What follows belongs to an exercise in optimizing a design on an open flow for small area, a short achievable clock period and few clock cycles per item; a production flow would make more cautious choices. Function was checked by simulation only, so behaviour that the tests miss may differ from the original. Power figures rest on the tool's default switching activity, not on a simulated workload.

==> design.v <==
`default_nettype none
module accumulator_pingpong_bank #(
  parameter int ROWS      = 4,
  parameter int COLS      = 4,
  parameter int IN_WIDTH  = 16,
  parameter int ACC_WIDTH = 32,
  parameter int SATURATE  = 1
) (
  input  logic                                     clk_i,
  input  logic                                     reset_n_i,
  input  logic                                     in_valid_i,
  output logic                                     in_ready_o,
  input  logic                                     in_last_i,
  input  logic [ROWS-1:0][COLS-1:0][IN_WIDTH-1:0]  in_data_i,
  output logic                                     out_valid_o,
  input  logic                                     out_ready_i,
  output logic [COLS-1:0][ACC_WIDTH-1:0]           out_data_o,
  output logic [$clog2(ROWS)-1:0]                  out_row_o,
  output logic                                     out_last_o,
  output logic                                     out_overflow_o
);
  localparam int ROW_W = $clog2(ROWS);
  localparam logic [ROW_W-1:0] LAST_ROW = ROW_W'(ROWS - 1);
  localparam int HW = ACC_WIDTH - IN_WIDTH;    
  logic [ROWS-1:0][COLS-1:0][ACC_WIDTH-1:0] acc_q;
  logic [ROWS-1:0][COLS-1:0][IN_WIDTH-1:0]  beat_q;   
  logic             beat_last_q;   
  logic             full_q;        
  logic             flush_q;       
  logic             ovf_q;
  logic [ROW_W-1:0] row_q;
  logic             in_ready_q, out_valid_q, out_last_q;   
  logic             full_d, flush_d, beat_last_d;
  logic [ROW_W-1:0] row_d;
  logic accept, shift, ovf_d;
  logic [ROWS*COLS-1:0] ovf_e;
  assign in_ready_o     = in_ready_q;     
  assign accept         = reset_n_i && in_valid_i && in_ready_o;
  assign out_valid_o    = out_valid_q;    
  assign shift          = full_q && (out_ready_i || flush_q);
  assign out_row_o      = row_q;
  assign out_last_o     = out_last_q;     
  assign out_overflow_o = ovf_q;
  assign out_data_o     = acc_q[0];
  always_ff @(posedge clk_i) begin
    ovf_q       <= ovf_d;
    beat_last_q <= beat_last_d;
  end
  for (genvar r = 0; r < ROWS; r++) begin : g_r
    for (genvar c = 0; c < COLS; c++) begin : g_c
      logic [IN_WIDTH-1:0]  d, lo_a, lo_s;
      logic [HW-1:0]        hi_a, ones, zeros;
      logic [ACC_WIDTH-1:0] nxt;
      logic                 sh, cy, sg, top_up, top_dn, up, dn, satp, satn;
      assign d    = beat_q[r][c];
      assign lo_a = acc_q[r][c][IN_WIDTH-1:0];
      assign hi_a = acc_q[r][c][ACC_WIDTH-1:IN_WIDTH];
      logic tk;
      accpp_take u_tk (.rst_n(reset_n_i), .valid(in_valid_i), .ready(in_ready_q), .y(tk));
      always_ff @(posedge clk_i) begin
        beat_q[r][c] <= tk ? in_data_i[r][c] : '0;
      end
      accpp_shift u_sh (.full(full_q), .ready(out_ready_i), .flush(flush_q), .y(sh));
      accpp_add #(.W(IN_WIDTH)) u_add (.a(lo_a), .b(d), .s(lo_s), .co(cy));
      assign sg   = d[IN_WIDTH-1];
      assign ones[0]  = 1'b1;
      assign zeros[0] = 1'b1;
      for (genvar i = 1; i < HW; i++) begin : g_pre
        assign ones[i]  = &hi_a[i-1:0];
        assign zeros[i] = ~|hi_a[i-1:0];
      end
      assign top_up = !hi_a[HW-1] && ones[HW-1];    
      assign top_dn = hi_a[HW-1] && zeros[HW-1];    
      assign up   = cy && !sg;
      assign dn   = !cy && sg;
      assign satp = up && top_up;
      assign satn = dn && top_dn;
      accpp_mux u_sat (.s(cy), .a(sg && top_dn), .b(!sg && top_up), .y(ovf_e[r*COLS+c]));
      for (genvar i = 0; i < IN_WIDTH; i++) begin : g_lo
        if (r == ROWS - 1) begin : g_bot
          accpp_lo_bit0 u_b (.s(lo_s[i]), .satp(satp), .satn(satn), .shift(sh), .y(nxt[i]));
        end else begin : g_mid
          accpp_lo_bit u_b (.s(lo_s[i]), .satp(satp), .satn(satn), .shift(sh),
                            .below(acc_q[r+1][c][i]), .y(nxt[i]));
        end
      end
      for (genvar i = 0; i < HW; i++) begin : g_hi
        logic t, x;
        accpp_tog u_t (.up(up && !top_up), .ones(ones[i]), .dn(dn && !top_dn), .zeros(zeros[i]), .t(t));
        accpp_xor u_x (.a(hi_a[i]), .b(t), .y(x));
        if (r == ROWS - 1) begin : g_bot
          accpp_andn u_m (.a(x), .b(sh), .y(nxt[IN_WIDTH+i]));
        end else begin : g_mid
          accpp_mux u_m (.s(sh), .a(x), .b(acc_q[r+1][c][IN_WIDTH+i]), .y(nxt[IN_WIDTH+i]));
        end
      end
      always_ff @(posedge clk_i) begin
        acc_q[r][c] <= nxt;
      end
    end
  end
  logic [7:0] ovf_n1;
  logic [3:0] ovf_o2;
  logic [1:0] ovf_n3;
  for (genvar k = 0; k < 8; k++) begin : g_ovf1
    accpp_nor2 u_o (.a(ovf_e[2*k]), .b(ovf_e[2*k+1]), .y(ovf_n1[k]));
  end
  for (genvar k = 0; k < 4; k++) begin : g_ovf2
    accpp_nand2 u_o (.a(ovf_n1[2*k]), .b(ovf_n1[2*k+1]), .y(ovf_o2[k]));
  end
  for (genvar k = 0; k < 2; k++) begin : g_ovf3
    accpp_nor2 u_o (.a(ovf_o2[2*k]), .b(ovf_o2[2*k+1]), .y(ovf_n3[k]));
  end
  accpp_nand3 u_ovf (.a(ovf_n3[0]), .b(ovf_n3[1]), .c(!(ovf_q && !(shift && row_q == LAST_ROW))),
                     .y(ovf_d));
  always_ff @(posedge clk_i) begin
    full_q      <= full_d;
    flush_q     <= flush_d;
    row_q       <= row_d;
    in_ready_q  <= !full_d && !beat_last_d;
    out_valid_q <= full_d && !flush_d;
    out_last_q  <= (row_d == LAST_ROW);
  end
  always_comb begin
    beat_last_d = accept && in_last_i;
    full_d      = full_q;
    flush_d     = flush_q;
    row_d       = row_q;
    if (!full_q) begin
      full_d = beat_last_q;
    end
    if (shift) begin
      row_d = row_q + 1'b1;
      if (row_q == LAST_ROW) begin
        full_d  = 1'b0;
        flush_d = 1'b0;
      end
    end
    if (!reset_n_i) begin
      full_d  = 1'b1;
      flush_d = 1'b1;
      row_d   = '0;
    end
  end
endmodule
module accpp_add #(
  parameter int W = 16
) (
  input  logic [W-1:0] a,
  input  logic [W-1:0] b,
  output logic [W-1:0] s,
  output logic         co
);
  localparam int L = $clog2(W);
  logic [L:0][W-1:0] g, p;
  for (genvar i = 0; i < W; i++) begin : g_in
    accpp_and u_g (.a(a[i]), .b(b[i]), .y(g[0][i]));
    accpp_xor u_p (.a(a[i]), .b(b[i]), .y(p[0][i]));
  end
  for (genvar l = 0; l < L; l++) begin : g_lvl
    for (genvar i = 0; i < W; i++) begin : g_bit
      localparam int J = ((i >> l) << l) - 1;
      if (((i >> l) & 1) == 0) begin : g_pass
        assign g[l+1][i] = g[l][i];
        assign p[l+1][i] = p[l][i];
      end else if ((i >> (l + 1)) == 0) begin : g_gray
        accpp_gray u_c (.gh(g[l][i]), .ph(p[l][i]), .gl(g[l][J]), .go(g[l+1][i]));
        assign p[l+1][i] = 1'b0;
      end else begin : g_black
        accpp_black u_c (.gh(g[l][i]), .ph(p[l][i]), .gl(g[l][J]), .pl(p[l][J]),
                         .go(g[l+1][i]), .po(p[l+1][i]));
      end
    end
  end
  assign s[0] = p[0][0];
  for (genvar i = 1; i < W; i++) begin : g_sum
    accpp_xor u_x (.a(p[0][i]), .b(g[L][i-1]), .y(s[i]));
  end
  assign co = g[L][W-1];
endmodule
module accpp_gray (input logic gh, ph, gl, output logic go);
  assign go = gh | (ph & gl);
endmodule
module accpp_black (input logic gh, ph, gl, pl, output logic go, po);
  assign go = gh | (ph & gl);
  assign po = ph & pl;
endmodule
module accpp_and (input logic a, b, output logic y);
  assign y = a & b;
endmodule
module accpp_xor (input logic a, b, output logic y);
  assign y = a ^ b;
endmodule
module accpp_lo_bit (input logic s, satp, satn, shift, below, output logic y);
  assign y = shift ? below : ((s || satp) && !satn);
endmodule
module accpp_nor2 (input logic a, b, output logic y);
  assign y = !(a || b);
endmodule
module accpp_take (input logic rst_n, valid, ready, output logic y);
  assign y = rst_n && valid && ready;
endmodule
module accpp_shift (input logic full, ready, flush, output logic y);
  assign y = full && (ready || flush);
endmodule
module accpp_nand3 (input logic a, b, c, output logic y);
  assign y = !(a && b && c);
endmodule
module accpp_andn (input logic a, b, output logic y);
  assign y = a && !b;
endmodule
module accpp_lo_bit0 (input logic s, satp, satn, shift, output logic y);
  assign y = !shift && (s || satp) && !satn;
endmodule
module accpp_nand2 (input logic a, b, output logic y);
  assign y = !(a && b);
endmodule
module accpp_tog (input logic up, ones, dn, zeros, output logic t);
  assign t = (up && ones) || (dn && zeros);
endmodule
module accpp_mux (input logic s, a, b, output logic y);
  assign y = s ? b : a;
endmodule
`default_nettype wire
==> flow/run.sh <==
#!/bin/bash
# Standard layout, but the port buffers are the smallest buffer cell.
set -e
export BUFFER_PORTS_ARGS="-buffer_cell sky130_fd_sc_hd__buf_1"
bash standard.sh > standard.log 2>&1
==> standard.sh <==
#!/bin/bash
# synth_recipe.tcl (not shown) runs the flow's synth.tcl, then flattens the netlist and writes it again
# the make line also repeats each setting of config.mk as NAME=value (left out here)
make -C /OpenROAD-flow-scripts/flow DESIGN_CONFIG=/design/flow/config.mk WORK_HOME=/design/flow/orfs CLKGATE_MAP_FILE= SYNTH_SCRIPT=/design/flow/synth_recipe.tcl "${@:-finish}"
==> config.mk <==
export PLATFORM = sky130hd
export DESIGN_NAME = accumulator_pingpong_bank
export DESIGN_NICKNAME = accumulator_pingpong_bank
export VERILOG_FILES = /design/flow/design.v
export SDC_FILE = /design/flow/constraint.sdc
export NUM_CORES = 4
export LEC_CHECK = 0
export CAP_MARGIN = 20
export CORE_MARGIN = 2
export CORE_UTILIZATION = 45
export CTS_CLUSTER_DIAMETER = 80
export CTS_CLUSTER_SIZE = 30
export SETUP_SLACK_MARGIN = 4.3
export SLEW_MARGIN = 20
export SYNTH_HIERARCHICAL = 1
export SYNTH_MINIMUM_KEEP_SIZE = 0
export TNS_END_PERCENT = 20
==> constraint.sdc <==
create_clock -name core_clock -period 7.0 [get_ports {clk_i}]
set_input_delay 1.4000 -clock core_clock [delete_from_list [all_inputs] [get_ports {clk_i}]]
set_output_delay 1.4000 -clock core_clock [all_outputs]
set_load 0.01 [all_outputs]
==> results of run 1 <==
## how the worst max path moves through the flow
stage | startpoint | to
global route | in_ready_q | in_ready_o
finish | in_ready_q | in_ready_o
detailed placement | reset_n_i | beat_q[14]
floorplan | beat_q[49] | acc_q[120]
CTS | acc_q[52] | out_data_o[52]
global placement | acc_q[321] | acc_q[336]
## state kept, by name, indices dropped and copies added, names as in the netlist
register and flops:
out_valid_q 1, out_last_q 1, flush_q 1, full_q 1, acc_q 512, ovf_q 1, beat_last_q 1, beat_q 256
in_ready_q 1, row_q 2
## final cells by class
type | instances | area share, %
Multi-Input combinational cell | 4083 | 58.75
Inverter | 80 | 0.5745
Tap cell | 1380 | 3.303
Timing Repair Buffer | 470 | 4.222
Antenna cell | 3 | 0.01436
Sequential cell | 777 | 29.77
Clock inverter | 36 | 0.9886
Clock buffer | 51 | 2.379
## cells by family after synthesis
logic type / share of synthesized area, %
AO/OA/AOI/OAI: 16.52
XOR/XNOR: 14.03
adder cells (fa/ha/maj): 0.02662
buffers and inverters: 3.078
flip-flops: 33.10
multiplexers: 6.645
other: 0.007979
AND/OR/NAND/NOR: 26.60
## modules after synthesis (local to each module, per instance), excerpt
module	times used	cell area, um2	flops+latches	cells
accpp_and	256	6.256	0	1
accpp_lo_bit	192	15.01	0	3
accumulator_pingpong_bank	1	22860	777	1983
accpp_nand3	1	5.005	0	1
accpp_nor2	10	3.754	0	1
accpp_black	272	13.76	0	2
accpp_shift	16	7.507	0	1
accpp_xor	752	8.758	0	1
accpp_nand2	4	3.754	0	1
## routing by layer
layer  global-route usage (%)  routed length (um)  up-vias  part of all wire (%)
met5                        0                  51        -                 0.043
met4                    6.452                3275        8                   2.8
met3                    2.761                4801      125                   4.1
met2                    35.31               53800      578                    45
met1                    28.75               56570    16970                    48
li1                         -                   -    18360                     -
## stage by stage
| stage | area, um2 | cells | hold slack (ps) |
|---|---|---|---|
| 2_1_floorplan | 47140 | 5101 | 454.3 |
| 6_report | 52270 | 6880 | 469.6 |
| 5_1_grt | 52270 | 6877 | 508.6 |
| 3_5_place_dp | 49610 | 6758 | 470.4 |
| 4_1_cts | 51760 | 6861 | 475.0 |
| 3_3_place_gp | 49550 | 6758 | 469.1 |
## cells in the mapped netlist, drive strengths merged, types with 2 or more instances
cell type | n | share of area, %
and2 | 881 | 12
dfxtp | 777 | 33
xor2 | 752 | 14
a21o | 512 | 8.2
nor2 | 395 | 3.2
a22o | 256 | 4.8
nand2 | 231 | 1.8
mux2 | 208 | 6.6
o31ai | 192 | 3.1
buf | 145 | 2.3
nor3 | 144 | 2.2
and3 | 80 | 1.1
inv | 80 | 0.64
nor4 | 80 | 1.1
nor2b | 64 | 1.9
and4 | 48 | 0.89
nand4 | 48 | 0.64
nand2b | 18 | 0.24
nand3 | 17 | 0.18
and3b | 16 | 0.30
clkbuf | 16 | 0.13
nor3b | 16 | 0.26
o21a | 16 | 0.26
or4b | 16 | 0.34
a21oi | 15 | 0.16
and4b | 15 | 0.32
nor4b | 15 | 0.28
or4 | 4 | 0.064
o21ai | 2 | 0.021
## cell usage in the layout (no fill, tap or decap), types with 17 or more instances in the layout
cell and count:
buf_1 384, nor2_1 380, nor3_1 79, a22o_1 256, a21o_4 29, dfxtp_1 772, buf_4 59, xor2_1 747
o31ai_1 192, and4_1 48, mux2_4 208, a21o_1 480, nand2_1 231, nor3_2 65, and2_1 880, conb_1 32
nor4_1 78, clkbuf_16 49, nand4_1 48, and3_1 80, nand3_1 17, nor2b_4 64, inv_1 80
## power breakdown
| group | switching [uW] | internal (uW) | total (uW) |
|---|---|---|---|
| Combinational | 960 | 480 | 1440 |
| Clock | 1840 | 1520 | 3360 |
| Sequential | 107 | 4520 | 4620 |
| Total | 2910 | 6520 | 9430 |
## critical path, stage by stage, from the launching register on
cell	delay [ps]
dfxtp_1	350
buf_8	250
buf_1	180
## timing repair
action	4_1_cts	5_1_grt
pin swaps	5	6
cloned	0	4
setup buffers	16	12
setup endpoints to repair	520	529
resized for setup	49	77
==> out/metrics.yaml, run 1 <==
cells_and_area:
  regArea_um2: 15560
  drive_above_1_share_pct: 11.39
  multi_input_area_um2: 30710
  post-route-util_pct: 50.51
  fillers: 9843
  layout.nets: 5721
  area_delta_synth_final_pct: 11.22
placed_design:
  place_ws_ps: 3611
  io_buffers: 394
  dp_hpwl_um: 86370
  gp_congestion: 0.8544
global_route:
  grt_pass1_wl_um: 186800
  grtUsageTotal_pct: 21.28
  grt_pass1_vias: 34210
  grt_overflow_total: 0
  grt_max_degree: 49
  antenna_found_initial: 5
detailed_routing:
  ant_nets: 0
  num_vias: 36040
  drtIter0Drc: 1926
  drc: 0
  drt_first_pass_iters: 5
  wl_per_cell_um: 17.22
  via_per_inst: 5.239
  wirelength_um: 118500
critical_path:
  path_max_fanout: 19
  cp.arrival_ps: 1460
  worstPathRequired_ps: 5600
  reg2reg_depth: 11
  r2r_slack_ps: 4260
  reg2reg_to: "acc_q[222]"
  criticalPathCategory: "reg2out"
  r2r-start: "beat_q[97]"
  cp-start-kind: "flip-flop"
  cp-end-kind: "primary output"
power:
  power.density_nw_per_um2: 180.3
  vdd_drop_max_mv: 0.2062
  power_leakage_uw: 0.02877
  power_uw: 9426
yosys:
  synth_area_um2: 47000
  synth_ff_type: "dfxtp_1"
  async_flop_share_pct: 0
  syn_avg_cell_area_um2: 9.270
  yosys_warnings: 7
  synth_edf_count: 0
  synth-seq-cells: 777
  synth_cell_types: 44
  netlist_instances: 5070
  ys_seq_area_share_pct: 33.10
floorplan:
  start_util_pct: 45.41
  die-width_um: 327.2
  ios: 395
  dieArea_um2: 107000
  core_region_area_um2: 103500
  die_height_um: 327.2
  rows: 118
sta:
  tightest_slew_ps: 1053
  setup_ws_ps: 4144
  grt_setup_unrepaired: "yes"
  max_slew_margin_pct: 29.79
  setup_violations: 0
  finalCriticalPeriod_ps: 2856
  drv_slew: 0
  skew_ps: 36.58
  finalCritPeriodShare_pct: 40.80
  fmax_mhz: 350.2
  tns_ps: 0
  final_hold_viol_count: 0
run_status:
  status: "timing/DRC/antenna clean"
clock_tree:
  numCtsBuffers: 47
  cts.clk_slew.worst_paths_ps: 110
  clock_latency_ps: 660
  cts_buffer_depth: 3
  cts_hold_buf: 0
  cts_tree: "yes"
  cts-htree-levels: 2
  clock_sinks: 777
  cts_root_buf: "clkbuf_16"
job:
  timing.max_cap.violations: 0
hold_path:
  hold-path-cell-count: 2
  min_from: "acc_q[450]"
  hold_end: "acc_q[322]"
  hp-class: "reg2reg"
Testbench counts, summed over its fixed seeds: cycles 9,667, beats 6,772.
==> run 2: changes to the inputs <==
--- a/config.mk
+++ b/config.mk
@@ -14,4 +14,3 @@
 export SLEW_MARGIN = 20
 export SYNTH_HIERARCHICAL = 1
 export SYNTH_MINIMUM_KEEP_SIZE = 0
-export TNS_END_PERCENT = 20
==> run 2 against run 1 <==
Against the previous run:
- combinational power about the same
- via count down 0.14%
- die area unchanged
- clock-buffer cell count down 1
- synthesized cell count unchanged
- fmax up 7.6%
==> out/metrics.yaml, run 2 <==
sta:
  max_slew_margin_pct: 46.44
  finalCritPeriodShare_pct: 37.92
  setup_violations: 0
  finalCriticalPeriod_ps: 2654
  drv_slew: 0
  tns_ps: 0
  final_hold_viol_count: 0
  hold_slack_ps: 476.6
  fmax_mhz: 376.8
  skew_ps: 40.87
  tightest_slew_ps: 797.2
  grt_setup_unrepaired: "no"
detailed_routing:
  via_per_inst: 5.215
  num_vias: 36000
  wl_per_cell_um: 17.03
  drt_first_pass_iters: 5
  drc: 0
  wirelength_um: 117500
  ant_nets: 0
  drtIter0Drc: 2052
critical_path:
  cp-start-kind: "flip-flop"
  crit_buf_inv: 1
  cp.arrival_ps: 1250
  r2r_slack_ps: 4370
  path_cells: "buf_2"
  path_max_fanout: 4
  worstPathRequired_ps: 5600
  criticalPathCategory: "reg2out"
  critPathSlowestCell: "dfxtp_1"
  crit_family: "flip-flops"
  max_stage_delay_ps: 410
  cp-end-kind: "primary output"
yosys:
  synthMuxAreaShare_pct: 6.645
  async_flop_share_pct: 0
  synth_top_area_cell: "dfxtp_1"
  synth_area_um2: 47000
  synth-simple-area-share_pct: 26.60
  yosys_warnings: 7
  yosysMostFrequentCell: "and2_1"
  synth_compound_area_share_pct: 16.52
  synth_cell_types: 44
  synth_area_leaders: "dfxtp_1, xor2_1, and2_1"
  synth_ff_type: "dfxtp_1"
  ys_seq_area_share_pct: 33.10
  synthXorXnorAreaFrac_pct: 14.03
  synth_top_area_share_pct: 33.10
  synth_top_family_by_area: "simple AND/OR/NAND/NOR gates"
  synthTopCellsByCount: "and2_1, dfxtp_1, xor2_1, a21o_1, nor2_1"
  synth_edf_count: 0
  synth-seq-cells: 777
  syn_avg_cell_area_um2: 9.270
  netlist_instances: 5070
  synth_fa_ha_area_share_pct: 0.02662
floorplan:
  ios: 395
  core_region_area_um2: 103500
  die_height_um: 327.2
  die-width_um: 327.2
  dieArea_um2: 107000
  rows: 118
  start_util_pct: 45.41
clock_tree:
  cts.clk_slew.worst_paths_ps: 100
  clock_latency_ps: 680
  numCtsBuffers: 47
  cts_root_buf: "clkbuf_16"
  clock_sinks: 777
  cts-htree-levels: 2
  cts_tree: "yes"
  cts_buffer_depth: 3
global_route:
  antenna_found_initial: 4
  grt_overflow_total: 0
  grtUsageTotal_pct: 21.11
  grt_pass1_wl_um: 185400
  grt_max_degree: 49
  grt_pass1_vias: 34350
power:
  power_uw: 9382
  power.density_nw_per_um2: 175.7
  vdd_drop_max_mv: 0.2000
  power_leakage_uw: 0.02917
cells_and_area:
  layout_common_cells: "and2_1, xor2_1, dfxtp_1"
  fillers: 9808
  reg.largest.list: "acc_q (512), beat_q (256), row_q (2)"
  layout.nets: 5739
  largest_register_ffs: 512
  layout_commonest_cell: "and2_1"
  area_delta_synth_final_pct: 13.63
  top_register: "acc_q"
  drive_above_1_share_pct: 15.03
placed_design:
  dp_hpwl_um: 85260
  io_buffers: 394
  gp_congestion: 0.9177
run_status:
  status: "timing/DRC/antenna clean"
hold_path:
  hp-class: "reg2reg"
job:
  timing.max_cap.violations: 0
-- run 2: cell counts after synthesis --
No cell type changed its count.
-- run 2: kinds of logic after synthesis --
family / count (synthesis)
adder cells (fa/ha/maj): 1
XOR/XNOR: 753
AO/OA/AOI/OAI: 997
AND/OR/NAND/NOR: 2092
multiplexers: 208
buffers and inverters: 241
flip-flops: 777
other: 1
-- run 2: worst paths after layout --
| kind | from | endpoint | depth (start not counted) |
|---|---|---|---|
| worst max-delay path | acc_q[51] | out_data_o[51] | 1 |
| worst min-delay path | acc_q[289] | acc_q[161] | 2 |
| worst max register to register | acc_q[355] | acc_q[380] | 11 |
| worst min register to register | acc_q[289] | acc_q[161] | 2 |
-- run 2: cell type report --
| type | count | area (um2) | area share (%) |
|---|---|---|---|
| inverters | 80 | 300.3 | 0.5623 |
| well taps | 1380 | 1727 | 3.233 |
| multi-input cells | 4083 | 31210 | 58.44 |
| diodes | 7 | 17.52 | 0.03280 |
| clock inverters | 37 | 490.5 | 0.9184 |
| clock buffers | 50 | 1240 | 2.322 |
| flip-flops and latches | 777 | 15730 | 29.46 |
| repair buffers | 488 | 2688 | 5.033 |
-- run 2: modules after synthesis, one instance, submodules excluded, excerpt --
module	copies in the design	cells inside
accpp_and	256	1
accpp_lo_bit	192	3
accpp_mux	208	1
accpp_black	272	2
accpp_tog	256	1
accpp_nand3	1	1
accpp_nand2	4	1
accpp_xor	752	1
accpp_shift	16	1
accpp_andn	64	1
-- run 2: timing repair --
item                                    CTS  global route
endpoints found under the setup margin  507           383
hold buffers                              0             0
buffers inserted                         47            25
pin swaps                                17            17
cloned                                    0             3
gates resized for setup                 252           107
-- run 2: metrics by stage --
stage	area [um2]	util [%]	worst slack (ps)	instances
after floorplan	47260	-	4312	5101
after global placement	49460	47.79	3675	6733
after detailed placement	49480	47.81	3704	6733
after CTS	52580	50.81	4284	6867
after global routing	53390	51.58	4294	6896
final	53400	51.60	4346	6902
-- run 2: power by group --
part	internal, uW	switching, uW	leakage [uW]
Combinational	491	949	0.0220
Sequential	4510	106	0.00631
Clock	1430	1900	0.000836
Total	6430	2950	0.0292
-- run 2: worst min-delay path: stages (launching register included) --
cell and delay, ps:
dfxtp_1 340, nand2_1 60, o31ai_1 50
-- run 2: routing by layer --
metal,global-route usage (%),vias to the layer above,share of wire (%)
met5,0,-,0
met2,35.48,571,46
met1,28.23,16910,47
met3,2.549,141,3.9
met4,6.482,0,2.8
li1,-,18370,-
==> run 3: changes to the inputs <==
--- a/config.mk
+++ b/config.mk
@@ -10,7 +10,7 @@
 export CORE_UTILIZATION = 45
 export CTS_CLUSTER_DIAMETER = 80
 export CTS_CLUSTER_SIZE = 30
-export SETUP_SLACK_MARGIN = 4.3
+export SETUP_SLACK_MARGIN = 4.4
 export SLEW_MARGIN = 20
 export SYNTH_HIERARCHICAL = 1
 export SYNTH_MINIMUM_KEEP_SIZE = 0
==> run 3 against run 2 <==
Against the previous run:
- clock skew shrank 12 ps
- sequential share of layout area shrank 1.0 points
- global-route usage grew 0.39 points
- first-iteration DRC count shrank 2.7%
- hold slack lost 9.5 ps
- synthesized area is the same
- routed wire length grew 2.3%
- final area grew 5.2%
- critical path type unchanged
==> out/metrics.yaml, run 3 <==
sta:
  setup_violations: 0
  tightest_slew_ps: 895.7
  finalCritPeriodShare_pct: 37.81
  fmax_mhz: 377.9
  tns_ps: 0
  final_hold_viol_count: 0
  drv_slew: 0
  hold_slack_ps: 467.1
  skew_ps: 28.45
  max_slew_margin_pct: 40.29
  finalCriticalPeriod_ps: 2646
  grt_setup_unrepaired: "yes"
cells_and_area:
  regArea_um2: 15960
  multi_input_area_um2: 31550
  fillers: 9459
  area_delta_synth_final_pct: 19.51
  drive_above_1_share_pct: 21.47
  layout_commonest_cell: "and2_1"
  reg.largest.list: "acc_q (512), beat_q (256), row_q (2)"
  layout_common_cells: "and2_1, xor2_1, dfxtp_1"
  postLayoutCellArea_um2: 56170
  layout.nets: 5908
  top_register: "acc_q"
  largest_register_ffs: 512
detailed_routing:
  wirelength_um: 120200
  wl_per_cell_um: 17.01
  drt-met1-wl_um: 56780
  top_layer: "met5"
  drc: 0
  drtIter0Drc: 1996
  num_vias: 36650
  drt_first_pass_iters: 7
  via_per_inst: 5.183
  wl_met3_um: 5138
  ant_nets: 0
  wl_met2_um: 55020
yosys:
  synth_area_leaders: "dfxtp_1, xor2_1, and2_1"
  ys_seq_area_share_pct: 33.10
  netlist_instances: 5070
  yosys_warnings: 7
  synth_edf_count: 0
  async_flop_share_pct: 0
  yosysMostFrequentCell: "and2_1"
  syn_avg_cell_area_um2: 9.270
  synth_top_area_share_pct: 33.10
  synthTopCellsByCount: "and2_1, dfxtp_1, xor2_1, a21o_1, nor2_1"
  synth_cell_types: 44
  synth_ff_type: "dfxtp_1"
  synth_area_um2: 47000
  synth-seq-cells: 777
  synth_top_area_cell: "dfxtp_1"
power:
  power.density_nw_per_um2: 168.1
  seq_power_share_pct: 48.7
  p_sw_share_pct: 31.10
  power_leakage_uw: 0.03064
  clockPowerShare_pct: 35.4
  netSwitchingPower_uw: 2937
  vdd_drop_max_mv: 0.2243
  intPower_uw: 6507
  comb_power_share_pct: 15.9
clock_tree:
  clock_sinks: 777
  cts-htree-levels: 2
  cts_tree: "yes"
  cts_root_buf: "clkbuf_16"
  clock_latency_ps: 680
  cts.clk_slew.worst_paths_ps: 110
  cts_buffer_depth: 3
  numCtsBuffers: 48
  cts_hold_buf: 0
critical_path:
  reg2reg_to: "acc_q[124]"
  path_max_fanout: 3
  cp-end-kind: "primary output"
  reg2reg_depth: 12
  worstPathRequired_ps: 5600
  cp-startpoint: "acc_q[99]"
  cp.arrival_ps: 1250
  r2r_slack_ps: 4390
  cp-start-kind: "flip-flop"
  r2r-start: "acc_q[98]"
  criticalPathCategory: "reg2out"
hold_path:
  min_from: "acc_q[327]"
  hold-path-cell-count: 2
  hold_end: "acc_q[199]"
  hp-class: "reg2reg"
floorplan:
  dieArea_um2: 107000
  die-width_um: 327.2
  start_util_pct: 45.41
  core_region_area_um2: 103500
  ios: 395
  die_height_um: 327.2
  rows: 118
run_status:
  status: "timing/DRC/antenna clean"
global_route:
  grtUsageTotal_pct: 21.49
  grt_pass1_vias: 34790
  grt_pass1_wl_um: 188300
  grt_max_degree: 49
  antenna_found_initial: 7
  grt_overflow_total: 0
placed_design:
  io_buffers: 394
  dp_hpwl_um: 85060
  gp_congestion: 0.8281
  dpl-instance-area_um2: 49460
job:
  timing.max_cap.violations: 0
==> run 3: power by group through the flow <==
stage	Clock (uW)	Sequential [uW]	Combinational, uW
finish	3340	4600	1500
global route	3620	4620	1640
CTS	3470	4600	1480
detailed placement	0	4720	1390
global placement	0	4720	1370
floorplan	0	4700	1030
==> run 3: worst max-delay path, stage by stage (launching register included) <==
cell	delay, ps
dfxtp_2	340
buf_4	130
buf_6	110
==> run 3: final cells by class <==
cell class / count / area share (%)
diodes: 4 / 0.01782
well taps: 1380 / 3.074
clock inverters: 38 / 0.8955
flip-flops and latches: 777 / 28.41
repair buffers: 656 / 8.670
multi-input cells: 4083 / 56.17
clock buffers: 52 / 2.221
inverters: 80 / 0.5346
==> run 3: cell families after synthesis <==
| kind of cell | count (synthesis) | share of synthesized area, % |
|---|---|---|
| AOI/OAI and AO/OA | 997 | 16.52 |
| xor gates and xnor gates | 753 | 14.03 |
| adders and majority gates | 1 | 0.02662 |
| buffers and inverters | 241 | 3.078 |
| DFF | 777 | 33.10 |
| muxes | 208 | 6.645 |
| other | 1 | 0.007979 |
| and+or+nand+nor | 2092 | 26.60 |
==> run 3: Yosys stat by module (local to each module, per instance), excerpt <==
module	cell area (um2)	flops+latches	cells	times used
accpp_take	6.256	0	1	16
accumulator_pingpong_bank	22860	777	1983	1
accpp_nor2	3.754	0	1	10
accpp_black	13.76	0	2	272
accpp_andn	13.76	0	1	64
accpp_gray	7.507	0	1	240
accpp_mux	15.01	0	1	208
accpp_xor	8.758	0	1	752
accpp_and	6.256	0	1	256
accpp_lo_bit	15.01	0	3	192
==> run 3: worst max path at each step <==
stage	to	slack (ps)	depth (start not counted)
after global placement	acc_q[337]	3740	4
after detailed placement	acc_q[85]	3720	4
final	out_data_o[99]	4350	2
after CTS	out_data_o[1]	4320	1
after floorplan	acc_q[120]	4400	9
after global routing	out_data_o[99]	4300	2
==> run 3: through the flow <==
stage,util (%),worst slack (ps),instances,power (uW)
after floorplan,-,4403,5101,5730
final,54.27,4354,7070,9444
after global routing,54.26,4295,7067,9881
after CTS,52.68,4321,6967,9550
after detailed placement,47.79,3718,6729,6114
after global placement,47.76,3740,6727,6093
==> run 3: layer usage <==
metal / global-route usage [%] / vias to the layer above
met3: 3.349 / 142
met2: 35.22 / 549
met5: 0 / -
met4: 6.292 / 8
li1: - / 18700
met1: 29.15 / 17250
==> run 3: what timing repair did <==
| action | CTS | global route |
|---|---|---|
| resized for setup | 614 | 148 |
| hold endpoints to repair | 0 | 0 |
| setup buffers | 148 | 87 |
| pin swaps | 31 | 171 |
| gates cloned | 0 | 12 |
| setup endpoints to repair | 642 | 326 |

static timing again, ports no longer ideal:
No port has a modelled driver above. Below, the same layouts with a new extraction and two added sets of constraints.
Step 1 sets driving cells, clkbuf_16 on the clock port and buf_2 on the other inputs (assumed; they add their load-dependent delay and slew).
Step 2 adds t to the input delays and takes it off the output delays; t is the mean of the earliest and latest rising clock arrival at the registers after step 1. Input paths then give back, and output paths get back, about the clock's delay inside the block.
Three values: no drivers, after step 1, after step 2; two values: the first two.
| run | shift t [ns] | setup WS [ns] | slew at the worst register clock pin (ns) | worst data-port slew with drivers (ns) | pins driven straight from the clock port |
|---|---|---|---|---|---|
| run 1 | 0.710 | 4.144 / 4.077 / 3.629 | 0.11 / 0.11 | 0.14 | 1 |
| run 2 | 0.725 | 4.346 / 4.276 / 3.828 | 0.11 / 0.11 | 0.11 | 1 |
| run 3 | 0.732 | 4.354 / 4.285 / 3.820 | 0.11 / 0.11 | 0.12 | 1 |
After both steps every run listed still meets setup and hold. For run 3, which loses most, drivers alone change the setup slack by -0.069 ns; drivers and shift together by -0.534 ns.
